This design comes from an exercise in tuning for small area, a short achievable clock period and few clock cycles per item on the open sky130 flow, not from production work. The RTL was checked by simulation tests, not by an equivalence proof against the original design. No activity file was given, so power comes from the tool's default toggle rates.

run A:
## drive_to_relative_point
module drive_to_relative_point #(
    parameter int POS_WIDTH     = 32,
    parameter int VEL_FRAC_BITS = 15
) (
    input  logic                 i_clk,
    input  logic                 i_rst_n,
    input  logic                 i_cfg_we,
    input  logic [CIDX_W-1:0]    i_cfg_idx,
    input  logic [CDAT_W-1:0]    i_cfg_wdata,
    input  logic                 i_in_valid,
    output logic                 o_in_ready,
    input  logic [1:0]           i_action,
    input  logic [POS_WIDTH-1:0] i_pos_x,
    input  logic [POS_WIDTH-1:0] i_pos_y,
    input  logic [31:0]          i_yaw,
    output logic                 o_out_valid,
    input  logic                 i_out_ready,
    output logic [OUT_W-1:0]     o_vel_x,
    output logic [OUT_W-1:0]     o_vel_y,
    output logic [OUT_W-1:0]     o_vel_rot,
    output logic                 o_finished,
    output logic [1:0]           o_finish_cause,
    output logic                 o_stop_drive
);
Size: ~8300 cells after synthesis, ~190 I/O pins, roughly 63000 sq um of cells after synthesis.
clock: 11.0 ns
lec_check: 0
abc_area: 1
cap_margin: 20
core_margin: 2
core_utilization: 65
place_density: 0.7
setup_slack_margin: 5
slew_margin: 20
run.sh (not shown) runs the stock make flow with config.mk's settings and CLKGATE_MAP_FILE= SYNTH_SCRIPT=/design/flow/synth_recipe.tcl, a recipe that flattens the netlist after the stock synthesis.
Testbench counts of run A, summed over its fixed seeds: cycles 67,409, items 6,400.
Inputs modified between run A and run B:
==> flow/flow/run.sh (new file) <==
#!/bin/bash
set -euo pipefail
MARGIN=7
sed "s/SETUP_SLACK_MARGIN=[0-9.-]*/SETUP_SLACK_MARGIN=${MARGIN}/" standard.sh > standard_margin.sh
grep -q "SETUP_SLACK_MARGIN=${MARGIN} " standard_margin.sh
bash standard_margin.sh > standard.log 2>&1
==> flow/standard.sh (new file) <==
#!/bin/bash
# synth_recipe.tcl (not shown) runs the flow's synth.tcl, then flattens the netlist and writes it again
# the make line also repeats each setting of config.mk as NAME=value (left out here)
make -C /OpenROAD-flow-scripts/flow DESIGN_CONFIG=/design/flow/config.mk WORK_HOME=/design/flow/orfs CLKGATE_MAP_FILE= SYNTH_SCRIPT=/design/flow/synth_recipe.tcl "${@:-finish}"
-- flow/config.mk --
<<< run A, line 7
export LEC_CHECK = 0
export ABC_AREA = 1
export CAP_MARGIN = 20
export CORE_MARGIN = 2
export CORE_UTILIZATION = 65
export PLACE_DENSITY = 0.7
export SETUP_SLACK_MARGIN = 5
>>> run B, line 7
export LEC_CHECK = 0
export CAP_MARGIN = 20
export CORE_MARGIN = 2
export CORE_UTILIZATION = 40
export SETUP_SLACK_MARGIN = 5
removed: flow/run.sh
[summary]
- NOTE: multi-input combinational cell area in run B exceeds that of run A
- Number of vias per cell after detailed routing down 3.5% in run B wrt run A
- Max clock group share of total power across run B and run A: run A
For run C, these inputs were changed with respect to run B:
==> flow/run.sh (new file) <==
#!/bin/bash
# synth_recipe.tcl (not shown) runs the flow's synth.tcl, then flattens the netlist and writes it again
# the make line also repeats each setting of config.mk as NAME=value (left out here)
make -C /OpenROAD-flow-scripts/flow DESIGN_CONFIG=/design/flow/config.mk WORK_HOME=/design/flow/orfs CLKGATE_MAP_FILE= SYNTH_SCRIPT=/design/flow/synth_recipe.tcl finish
-- flow/config.mk --
<<< run B, line 9
export CORE_MARGIN = 2
export CORE_UTILIZATION = 40
export SETUP_SLACK_MARGIN = 5
>>> run C, line 9
export CORE_MARGIN = 2
export CORE_UTILIZATION = 60
export SETUP_SLACK_MARGIN = 5
removed: flow/flow/run.sh
removed: flow/standard.sh
Notes after the runs:
Run C vs run B on die area: run C is the lower one. Register cell area after layout: run C vs run B, no meaningful difference. In the metrics for run C and run B, the one carrying the higher clock share of power is run C. Number of DRC markers in iteration 0 essentially unchanged between run B and run C. Total of clock buffers placed in the layout, run C vs run B: down by a little under 10%. Measured against run C, the power per unit of standard cell area of run B comes out at 1.12 times the reference value.

========
== the baseline ==
Starting RTL as in the previous note.
export LEC_CHECK = 0
export ABC_AREA = 1
export CAP_MARGIN = 20
export CORE_MARGIN = 2
export CORE_UTILIZATION = 60
export PLACE_DENSITY = 0.7
export SETUP_SLACK_MARGIN = 5
export SLEW_MARGIN = 20
create_clock -name core_clock -period 11.0 [get_ports {i_clk}]
Stock flow here: none of the scripts above is used.
Testbench counts of the baseline, summed over its fixed seeds: cycles 67,409, items 6,400.
diff inputs: the baseline => the candidate
- PLACE_DENSITY no longer set, was 0.7
Notes after the runs:
Compare the candidate and the baseline | final period utilization higher: the baseline. Total design power ended up 0.77% lower on the candidate than on the baseline. Re internal cell power: the candidate and the baseline aren't equal, and the lower value belongs to the candidate.

========
## wip/sierra
Starting RTL as in the previous note.
Settings: LEC_CHECK=0, ABC_AREA=1, CAP_MARGIN=20, CORE_MARGIN=2, CORE_UTILIZATION=40, SETUP_SLACK_MARGIN=5, SLEW_MARGIN=20; clock period 11.0 ns.
Testbench counts of wip/sierra, summed over its fixed seeds: cycles 67,409, items 6,400.
The inputs of wip/yarrow differ from those of wip/sierra as listed below.
--- a/flow/config.mk
+++ b/flow/config.mk
@@ -7,7 +7,7 @@
 export LEC_CHECK = 0
 export ABC_AREA = 1
-export CAP_MARGIN = 20
+export CAP_MARGIN = 5
 export CORE_MARGIN = 2
-export CORE_UTILIZATION = 40
+export CORE_UTILIZATION = 60
 export SETUP_SLACK_MARGIN = 5
-export SLEW_MARGIN = 20
+export SLEW_MARGIN = 5
Findings:
met2 track demand over resource in global routing, wip/yarrow and wip/sierra, higher one = wip/yarrow. From wip/yarrow to wip/sierra, synthesized cell count did not move at all. Taking wip/sierra as the reference, in wip/yarrow area of the die fell by 0.053 mm2; amount of wire on met3 after detailed routing climbed 19%.
The following lists how wip/xenon was set up differently from wip/yarrow:
--- a/flow/config.mk
+++ b/flow/config.mk
@@ -6,8 +6,7 @@
 export NUM_CORES = 4
 export LEC_CHECK = 0
-export ABC_AREA = 1
-export CAP_MARGIN = 5
+export CAP_MARGIN = 20
 export CORE_MARGIN = 2
-export CORE_UTILIZATION = 60
+export CORE_UTILIZATION = 40
 export SETUP_SLACK_MARGIN = 5
-export SLEW_MARGIN = 5
+export SLEW_MARGIN = 20
## What came out
From wip/yarrow to wip/xenon the numbers moved as follows: overall fraction of global-route tracks in use -11 points, clock-buffer cell count grew by 12. Diff wip/yarrow and wip/xenon: register-to-register slack higher in wip/yarrow. A start-to-end type of the worst setup path of flip-flop to flip-flop is what wip/xenon shows, while primary input to flip-flop belongs to wip/yarrow. Higher clock share of power was reported by wip/xenon, not wip/yarrow. Area fraction in compound gates after synthesis: wip/yarrow and wip/xenon compared, lower one is wip/yarrow. There was hardly any difference in cell count between wip/yarrow and wip/xenon. Between wip/yarrow and wip/xenon, the flow reports static leakage power decreasing by a few percent. NOTE: slew at the pin closest to its max-slew limit in wip/xenon falls short of that of wip/yarrow. Going from wip/yarrow to wip/xenon, final HPWL from detailed placement picked up an extra 3.0%, routed via count divided by cell count lost 3.7%, area growth from synthesis to layout picked up an extra 2.5 points.
> inputs changed (wip/xenon -> wip/cedar)
--- a/flow/config.mk
+++ b/flow/config.mk
@@ -6,7 +6,8 @@
 export NUM_CORES = 4
 export LEC_CHECK = 0
-export CAP_MARGIN = 20
+export ABC_AREA = 1
+export CAP_MARGIN = 10
 export CORE_MARGIN = 2
-export CORE_UTILIZATION = 40
+export CORE_UTILIZATION = 55
 export SETUP_SLACK_MARGIN = 5
-export SLEW_MARGIN = 20
+export SLEW_MARGIN = 10
[summary]
Between wip/xenon and wip/cedar, the initial standard-cell utilization of the core is lower for wip/xenon. From wip/xenon to wip/cedar the numbers moved as follows: proportion of synthesized chip area in sequential cells increased by 0.54 points relative to the old numbers; number of signal-net buffers in the layout went down. Note that the number of inserted filler cells in the final layout recorded for wip/xenon amounts to 1.5 times the value seen in wip/cedar. Compared with wip/xenon, in wip/cedar maximum frequency moved up; first-iteration DRC count grew by about 5%; worst setup slack now larger; global-route usage grew by 9.1 points; count of buffer and inverter cells on the critical path picked up an extra 1. Looking at slowest cell on the critical path, the or4_4 result is from wip/xenon; the edfxtp_1 one comes from wip/cedar.
The inputs of wip/harbor differ from those of wip/cedar as listed below.
--- a/flow/config.mk
+++ b/flow/config.mk
@@ -9,5 +9,5 @@
 export CAP_MARGIN = 10
 export CORE_MARGIN = 2
-export CORE_UTILIZATION = 55
+export CORE_UTILIZATION = 60
 export SETUP_SLACK_MARGIN = 5
 export SLEW_MARGIN = 10
--- outcome ---
Of wip/harbor and wip/cedar, it is wip/harbor that has the higher total routing resource utilization after global routing. Changes observed in wip/harbor relative to wip/cedar: minimum setup slack in the final design saw a decrease, actual slew at the worst max-slew pin comparable. wip/harbor vs. wip/cedar: ratio of final minimum period to clock period higher, number of gates resized after cts +12%, met2 usage increased 3.6 points, power per unit of standard cell area was more or less identical. Summary: with wip/cedar as the reference, met2 routed wirelength in wip/harbor moved down slightly.

[static timing again, ports no longer ideal]
How much do the figures lean on ideal ports? The routed layouts below were timed once more, with nothing changed but the port constraints. Step 1 sets driving cells, clkbuf_16 on the clock port and buf_2 on the other inputs (assumed; they add their load-dependent delay and slew). Step 2, shift: input delay + t, output delay - t, t = (earliest + latest rising clock arrival at the registers) / 2. This alone moves slack from input paths to output paths. Three values: ideal, step 1, step 2; two values: the first two.
run | t (ns) | slack for setup (ns) | latest minus earliest clock arrival (ns) | cell pins on the clock port's net
run A | 0.779 | 5.272 / 5.330 / 4.551 | 0.034 / 0.034 | 1
run B | 0.835 | 5.461 / 5.461 / 5.044 | 0.050 / 0.050 | 1
run C | 0.766 | 5.108 / 5.108 / 4.458 | 0.027 / 0.027 | 1
the baseline | 0.768 | 5.242 / 5.242 / 4.524 | 0.030 / 0.029 | 1
the candidate | 0.762 | 5.309 / 5.347 / 4.585 | 0.022 / 0.023 | 1
wip/sierra | 0.811 | 5.199 / 5.233 / 4.422 | 0.098 / 0.098 | 1
wip/yarrow | 0.762 | 5.307 / 5.321 / 4.584 | 0.022 / 0.023 | 1
wip/xenon | 0.805 | 5.116 / 5.116 / 4.408 | 0.079 / 0.078 | 1
wip/cedar | 0.772 | 5.348 / 5.348 / 4.602 | 0.036 / 0.036 | 1
wip/harbor | 0.764 | 5.291 / 5.331 / 4.567 | 0.025 / 0.024 | 1
After both steps setup and hold are still met in every run listed. For wip/sierra, which loses most, drivers alone change the setup slack by +0.034 ns; drivers and shift together by -0.777 ns.
